This is an optimization exercise on Yosys and OpenROAD, whose aim is small area, not a production implementation. In this exercise RTL edits were held to simulation tests only and were not proved equivalent to the original. Power figures rest on the tool's default switching activity, not on a simulated workload. No driver is modelled on the clock port, so clocking that relies on it looks cheaper here than on a real chip.

==> flow/design.v (excerpt) <==
module pio_regs_top (
  input  logic                               clk,
  input  logic                               reset,
  input  logic                               sel,
  input  logic                               rw,
  input  logic [12-1:0]             addr,
  input  logic [32-1:0]             wdata,
  input  logic                               irq_set,
  input  logic [2:0]                         irq_index,
  input  logic                               irq_value,
  output logic [32-1:0]             rdata,
  output logic [4-1:0]           sm_enable,
  output logic [$clog2(32)-1:0] instr_waddr,
  output logic [16-1:0]            instr_wdata,
  output logic                               instr_we
);
Size in the first run: ~580 flip-flops, about 0.021 sq mm of cells after synthesis.
export LEC_CHECK = 0
export CAP_MARGIN = 20
export CORE_MARGIN = 2
export CORE_UTILIZATION = 60
export CTS_BUF_LIST = sky130_fd_sc_hd__clkbuf_16
export CTS_CLUSTER_DIAMETER = 80
export CTS_CLUSTER_SIZE = 30
export GPL_TIMING_DRIVEN = 0
export SLEW_MARGIN = 20
create_clock -name core_clock -period 5.0 [get_ports {clk}]
run.sh (not shown) runs the stock make flow with config.mk's settings and CLKGATE_MAP_FILE= SYNTH_SCRIPT=/design/flow/synth_recipe.tcl, a recipe that flattens the netlist after the stock synthesis.
Next try:
==> flow/flow/run.sh (new file) <==
#!/bin/bash
# The standard layout (standard.sh, with its unchanged synthesis) with two changes:
# the port buffers use the smallest buffer cell, and CTS adds no dummy loads.
# The make output goes to make.log here; ORFS keeps each step's log under orfs/logs/.
set -euo pipefail
cd "$(dirname "$0")/.."
CTS="-sink_clustering_enable -repair_clock_nets -buf_list sky130_fd_sc_hd__clkbuf_16"
CTS="$CTS -sink_clustering_size 30 -sink_clustering_max_diameter 80 -dont_use_dummy_load"
bash standard.sh \
  "BUFFER_PORTS_ARGS=-buffer_cell sky130_fd_sc_hd__buf_1" \
  "CTS_ARGS=$CTS" \
  finish > make.log 2>&1
==> flow/standard.sh (new file) <==
#!/bin/bash
# synth_recipe.tcl (not shown) runs the flow's synth.tcl, then flattens the netlist and writes it again
# the make line also repeats each setting of config.mk as NAME=value (left out here)
make -C /OpenROAD-flow-scripts/flow DESIGN_CONFIG=/design/flow/config.mk WORK_HOME=/design/flow/orfs CLKGATE_MAP_FILE= SYNTH_SCRIPT=/design/flow/synth_recipe.tcl "${@:-finish}"
Settings changed: CTS_BUF_LIST sky130_fd_sc_hd__clkbuf_16 to not set, CTS_CLUSTER_DIAMETER 80 to not set, CTS_CLUSTER_SIZE 30 to not set, GPL_TIMING_DRIVEN 0 to not set.
removed: flow/run.sh
Final cell count shrinks by about 3.7%.
Sequential cell count is unchanged.
First-iteration DRC count went down by about 21%.
Global-route usage drops by 3.9 points.
Die area stays the same.
Synthesized area stays the same.
Power came out lower by 3.3%.
Via count decreases by 5.4%.
Worst setup slack improves by 14 ps.
Next try:
==> flow/run.sh (new file) <==
#!/bin/bash
# synth_recipe.tcl (not shown) runs the flow's synth.tcl, then flattens the netlist and writes it again
# the make line also repeats each setting of config.mk as NAME=value (left out here)
make -C /OpenROAD-flow-scripts/flow DESIGN_CONFIG=/design/flow/config.mk WORK_HOME=/design/flow/orfs CLKGATE_MAP_FILE= SYNTH_SCRIPT=/design/flow/synth_recipe.tcl finish
Settings changed: CTS_BUF_LIST set to sky130_fd_sc_hd__clkbuf_8, CTS_CLUSTER_SIZE set to 30.
removed: flow/flow/run.sh
removed: flow/standard.sh
Cell area came out higher by 7.2%.
Synthesized cell count does not change.
Total power came out higher by 16%.
Cell count came out higher by 7.6%.
Global-route usage came out higher by 1.3 points.

The RTL this note starts from:
==> flow/design.v <==
package pio_regs_pkg;
  typedef struct packed {
    logic [15:0] int_part;
    logic [7:0]  frac;
    logic [7:0]  reserved;
  } pio_clkdiv_t;
  typedef struct packed {
    logic       exec_stalled;
    logic       side_en;
    logic       side_pindir;
    logic [4:0] jmp_pin;
    logic [4:0] out_en_sel;
    logic       inline_out_en;
    logic       out_sticky;
    logic [4:0] wrap_top;
    logic [4:0] wrap_bottom;
    logic [1:0] reserved;
    logic       status_sel;
    logic [3:0] status_n;
  } pio_execctrl_t;
  typedef struct packed {
    logic        fjoin_rx;
    logic        fjoin_tx;
    logic [4:0]  pull_thresh;
    logic [4:0]  push_thresh;
    logic        out_shiftdir;
    logic        in_shiftdir;
    logic        autopull;
    logic        autopush;
    logic [15:0] reserved;
  } pio_shiftctrl_t;
  typedef struct packed {
    logic [2:0] sideset_count;
    logic [2:0] set_count;
    logic [5:0] out_count;
    logic [4:0] in_base;
    logic [4:0] sideset_base;
    logic [4:0] set_base;
    logic [4:0] out_base;
  } pio_pinctrl_t;
  typedef union packed {
    pio_clkdiv_t             clkdiv;
    pio_execctrl_t           execctrl;
    pio_shiftctrl_t          shiftctrl;
    pio_pinctrl_t            pinctrl;
    logic [32-1:0]  raw;
  } pio_sm_word_u;
  typedef enum logic [3:0] {
    TGT_NONE,
    TGT_CTRL,
    TGT_IRQ,
    TGT_IMEM,
    TGT_CLKDIV,
    TGT_EXECCTRL,
    TGT_SHIFTCTRL,
    TGT_INSTR,
    TGT_PINCTRL
  } pio_target_e;
endpackage
`timescale 1ns/10ps
module pio_read_mux #(
  parameter int              N    = 1,
  parameter logic [N*32-1:0] MASK = '1
) (
  input  logic [N-1:0]    sel,
  input  logic [N*32-1:0] d,
  output logic [31:0]     y
);
  function automatic int count(input int b);
    count = 0;
    for (int r = 0; r < N; r++) count += MASK[r*32 + b];
  endfunction
  function automatic int nth(input int b, input int k);
    int c;
    c = 0;
    nth = 0;
    for (int r = 0; r < N; r++)
      if (MASK[r*32 + b]) begin
        if (c == k) nth = r;
        c++;
      end
  endfunction
  for (genvar b = 0; b < 32; b++) begin : g_bit
    localparam int C = count(b);
    localparam int G = C / 3;
    localparam int P = C - 3*G;
    logic [G-1:0] t;
    logic [P:0]   pa, pb;   
    for (genvar g = 0; g < G; g++) begin : g_grp
      localparam int R0 = nth(b, 3*g);
      localparam int R1 = nth(b, 3*g + 1);
      localparam int R2 = nth(b, 3*g + 2);
      pio_aoi222 u_aoi (
        .a1(sel[R0]), .b1(d[R0*32 + b]),
        .a2(sel[R1]), .b2(d[R1*32 + b]),
        .a3(sel[R2]), .b3(d[R2*32 + b]),
        .y(t[g]));
    end
    for (genvar k = 0; k < P; k++) begin : g_pair
      localparam int RK = nth(b, 3*G + k);
      assign pa[k] = sel[RK];
      assign pb[k] = d[RK*32 + b];
    end
    assign pa[P] = 1'b0;
    assign pb[P] = 1'b0;
    if (P == 0) begin : g_nand
      pio_nand_n #(.M(G)) u_or (.t(t), .y(y[b]));
    end else begin : g_tail
      pio_or_tail #(.M(G), .P(P)) u_or (.t(t), .a(pa[P-1:0]), .b(pb[P-1:0]), .y(y[b]));
    end
  end
endmodule
module pio_aoi222 (
  input  logic a1, b1, a2, b2, a3, b3,
  output logic y
);
  assign y = ~((a1 & b1) | (a2 & b2) | (a3 & b3));
endmodule
module pio_or_tail #(
  parameter int M = 2,
  parameter int P = 1
) (
  input  logic [M-1:0] t,
  input  logic [P-1:0] a,
  input  logic [P-1:0] b,
  output logic         y
);
  assign y = ~&t | |(a & b);
endmodule
module pio_nand_n #(
  parameter int M = 2
) (
  input  logic [M-1:0] t,
  output logic         y
);
  assign y = ~&t;
endmodule
`timescale 1ns/10ps
module pio_regs_top (
  input  logic                               clk,
  input  logic                               reset,
  input  logic                               sel,
  input  logic                               rw,
  input  logic [12-1:0]             addr,
  input  logic [32-1:0]             wdata,
  input  logic                               irq_set,
  input  logic [2:0]                         irq_index,
  input  logic                               irq_value,
  output logic [32-1:0]             rdata,
  output logic [4-1:0]           sm_enable,
  output logic [$clog2(32)-1:0] instr_waddr,
  output logic [16-1:0]            instr_wdata,
  output logic                               instr_we
);
  localparam int NF = 5;
  localparam logic [NF*32-1:0] MASKS = {
    32'hFFFF_FFFF, 32'h0000_FFFF, 32'hFFFF_0000,
    32'h7FFF_FF9F, 32'hFFFF_FF00
  };
  localparam logic [NF*32-1:0] RSTS = {
    32'h1400_0000, 32'h0, 32'h000C_0000,
    32'h0001_F000, 32'h0001_0000
  };
  localparam logic [NF*12-1:0] OFS = {
    12'h014, 12'h010, 12'h008,
    12'h004, 12'h000
  };
  localparam logic [6:0] W_CTRL = 7'(12'h000 >> 2);
  localparam logic [6:0] W_IRQ  = 7'(12'h030 >> 2);
  localparam logic [6:0] W_IMEM = 7'(12'h048 >> 2);
  localparam logic [6:0] W_SM   = 7'(12'h0C8 >> 2);
  logic        req_wr, req_rd, rst_pend;
  logic        req_ok;
  logic [6:0]  req_w;
  logic [31:0] wd;
  always_ff @(posedge clk or posedge reset) begin
    if (reset) begin
      req_wr   <= 1'b0;
      req_rd   <= 1'b0;
      rst_pend <= 1'b1;
      wd       <= '0;
    end else begin
      req_wr   <= sel & rw;
      req_rd   <= sel & ~rw;
      rst_pend <= 1'b0;
      wd       <= wdata;
    end
  end
  always_ff @(posedge clk) begin
    req_ok <= (addr[11:9] == 3'b000) && (addr[1:0] == 2'b00);
    req_w  <= addr[8:2];
  end
  logic [NF*4-1:0] hit;
  logic hit_ctrl, hit_irq, hit_imem;
  for (genvar r = 0; r < NF*4; r++) begin : g_hit
    localparam logic [6:0] WR = W_SM + 7'((r % 4) * (12'h018 >> 2)) + 7'(OFS[(r/4)*12 +: 12] >> 2);
    assign hit[r] = req_ok && (req_w == WR);
  end
  assign hit_ctrl = req_ok && (req_w == W_CTRL);
  assign hit_irq  = req_ok && (req_w == W_IRQ);
  assign hit_imem = req_ok && (req_w >= W_IMEM) && (req_w < W_IMEM + 7'(32));
  logic [NF*4*32-1:0] q;
  for (genvar m = 0; m < 4; m++) begin : g_sm
    for (genvar f = 0; f < NF; f++) begin : g_fld
      logic en;
      localparam int R = f*4 + m;
      assign en = (req_wr & hit[R]) | rst_pend;
      for (genvar b = 0; b < 32; b++) begin : g_bit
        if (MASKS[f*32+b]) begin : g_st
          always_ff @(posedge clk)
            if (en) q[R*32+b] <= wd[b] | (rst_pend & RSTS[f*32+b]);
        end else begin : g_zero
          assign q[R*32+b] = 1'b0;
        end
      end
    end
  end
  logic [3:0] ctrl_q;
  logic [7:0] irq_q;
  always_ff @(posedge clk or posedge reset) begin
    if (reset) begin
      ctrl_q   <= '0;
      irq_q    <= '0;
      instr_we <= 1'b0;
    end else begin
      instr_we <= req_wr & hit_imem;
      if (req_wr & hit_ctrl) ctrl_q <= wd[3:0];
      if (req_wr & hit_irq) irq_q <= wd[7:0];
      else if (irq_set) irq_q[irq_index] <= irq_value;
    end
  end
  assign sm_enable = ctrl_q;
  always_ff @(posedge clk) begin
    instr_waddr <= 5'(req_w - W_IMEM);
    instr_wdata <= wd[15:0];
  end
  logic [31:0] rd_word;
  function automatic logic [(NF*4+3)*32-1:0] rd_masks();
    for (int r = 0; r < NF*4; r++) rd_masks[r*32 +: 32] = MASKS[(r/4)*32 +: 32];
    rd_masks[NF*4*32 +: 96] = {32'hFFFF_FFFF, 32'h0000_00FF, 32'h0000_000F};
  endfunction
  pio_read_mux #(.N(NF*4 + 3), .MASK(rd_masks())) u_read_mux (
    .sel ({~req_rd, {(NF*4+2){req_rd}} & {hit_irq, hit_ctrl, hit}}),
    .d   ({rdata, 24'b0, irq_q, 28'b0, ctrl_q, q}),
    .y   (rd_word)
  );
  always_ff @(posedge clk or posedge reset) begin
    if (reset) rdata <= '0;
    else rdata <= rd_word;
  end
endmodule
Settings: LEC_CHECK=0, CAP_MARGIN=20, CORE_MARGIN=2, CORE_UTILIZATION=80, PLACE_DENSITY=0.85, SLEW_MARGIN=20, SYNTH_HIERARCHICAL=1, SYNTH_MINIMUM_KEEP_SIZE=0; clock period 5.0 ns.
standard.sh (not shown) runs the stock make flow with config.mk's settings and CLKGATE_MAP_FILE= SYNTH_SCRIPT=/design/flow/synth_recipe.tcl, a recipe that flattens the netlist after the stock synthesis.
==> flow/flow/run.sh <==
#!/bin/bash
# The standard layout (standard.sh, with its unchanged synthesis) with two changes:
# the port buffers use the smallest buffer cell, and CTS adds no dummy loads.
# The make output goes to make.log here; ORFS keeps each step's log under orfs/logs/.
set -euo pipefail
cd "$(dirname "$0")/.."
CTS="-sink_clustering_enable -repair_clock_nets -buf_list sky130_fd_sc_hd__clkbuf_16"
CTS="$CTS -sink_clustering_size 30 -sink_clustering_max_diameter 80 -dont_use_dummy_load"
bash standard.sh \
  "BUFFER_PORTS_ARGS=-buffer_cell sky130_fd_sc_hd__buf_1" \
  "CTS_ARGS=$CTS" \
  finish > make.log 2>&1
The first run finished clean.
Rerun with:
--- a/flow/flow/run.sh
+++ b/flow/flow/run.sh
@@ -7,2 +7,2 @@
-CTS="-sink_clustering_enable -repair_clock_nets -buf_list sky130_fd_sc_hd__clkbuf_16"
-CTS="$CTS -sink_clustering_size 30 -sink_clustering_max_diameter 80 -dont_use_dummy_load"
+CTS="-sink_clustering_enable -repair_clock_nets -buf_list sky130_fd_sc_hd__clkbuf_8"
+CTS="$CTS -sink_clustering_size 21 -sink_clustering_max_diameter 55 -dont_use_dummy_load"
CORE_UTILIZATION = 75   (was 80)
PLACE_DENSITY = 0.8   (was 0.85)
Effect:
- die area goes up by 6.5%
- area after synthesis is unchanged
- final area goes down by 0.44%
Rerun with:
--- a/flow/flow/run.sh
+++ b/flow/flow/run.sh
@@ -7,2 +7,2 @@
-CTS="-sink_clustering_enable -repair_clock_nets -buf_list sky130_fd_sc_hd__clkbuf_8"
-CTS="$CTS -sink_clustering_size 21 -sink_clustering_max_diameter 55 -dont_use_dummy_load"
+CTS="-sink_clustering_enable -repair_clock_nets -buf_list sky130_fd_sc_hd__clkbuf_16"
+CTS="$CTS -sink_clustering_size 30 -sink_clustering_max_diameter 80 -dont_use_dummy_load"
CORE_UTILIZATION = 60   (was 75)
PLACE_DENSITY = default   (was 0.8)
The changed run completed with no timing, DRC or antenna violations.
Utilization came out lower by 16 points.
Register-to-register slack barely changes.
Final area goes up by 1.5%.
Count of clock-buffer cells in the layout fell by 11.
Die area rose by 24%.
Sequential power hardly moves.
Worst setup slack is about the same.
Sequential cell count does not change.
Global-route usage drops by 5.9 points.
Rerun with:
--- a/flow/flow/run.sh
+++ b/flow/flow/run.sh
@@ -8 +8 @@
-CTS="$CTS -sink_clustering_size 30 -sink_clustering_max_diameter 80 -dont_use_dummy_load"
+CTS="$CTS -sink_clustering_size 40 -sink_clustering_max_diameter 60 -dont_use_dummy_load"
CORE_UTILIZATION = 75   (was 60)
PLACE_DENSITY = 0.8   (was default)
Result:
- utilization went up by 17 points
- sequential power hardly moves
- total power went up by 4.6%
- clock skew went up by 0.030 ns
- register-to-register slack degrades by 0.07 ns
- global-route usage went up by 6.5 points
- synthesized area does not change

==> port drivers added, routing unchanged <==
In the flow no input, the clock included, has a driving cell. The finished layouts below were timed again as built, in two steps.
Step 1, drivers: a clkbuf_16 drives clk and a buf_2 each remaining input, both assumed.
Step 2, shift: input delay + t, output delay - t, t = (earliest + latest rising clock arrival at the registers) / 2. This alone moves slack from input paths to output paths.
Slacks: ideal / step 1 / step 2; pairs: ideal / step 1.
run	t (ns)	setup WS [ns]	worst data-port slew with drivers (ns)
the first run of note 1	0.624	1.339 / 1.339 / 1.339	0.04
the second run of note 1	0.609	1.353 / 1.353 / 1.353	0.04
the third run of note 1	0.685	1.253 / 1.253 / 1.253	0.05
the first run of note 2	0.587	1.622 / 1.622 / 1.622	0.04
the second run of note 2	0.601	1.875 / 1.875 / 1.875	0.04
the third run of note 2	0.614	1.878 / 1.878 / 1.878	0.04
the fourth run of note 2	0.586	1.803 / 1.803 / 1.803	0.05
After both steps setup and hold are still met in every run listed.
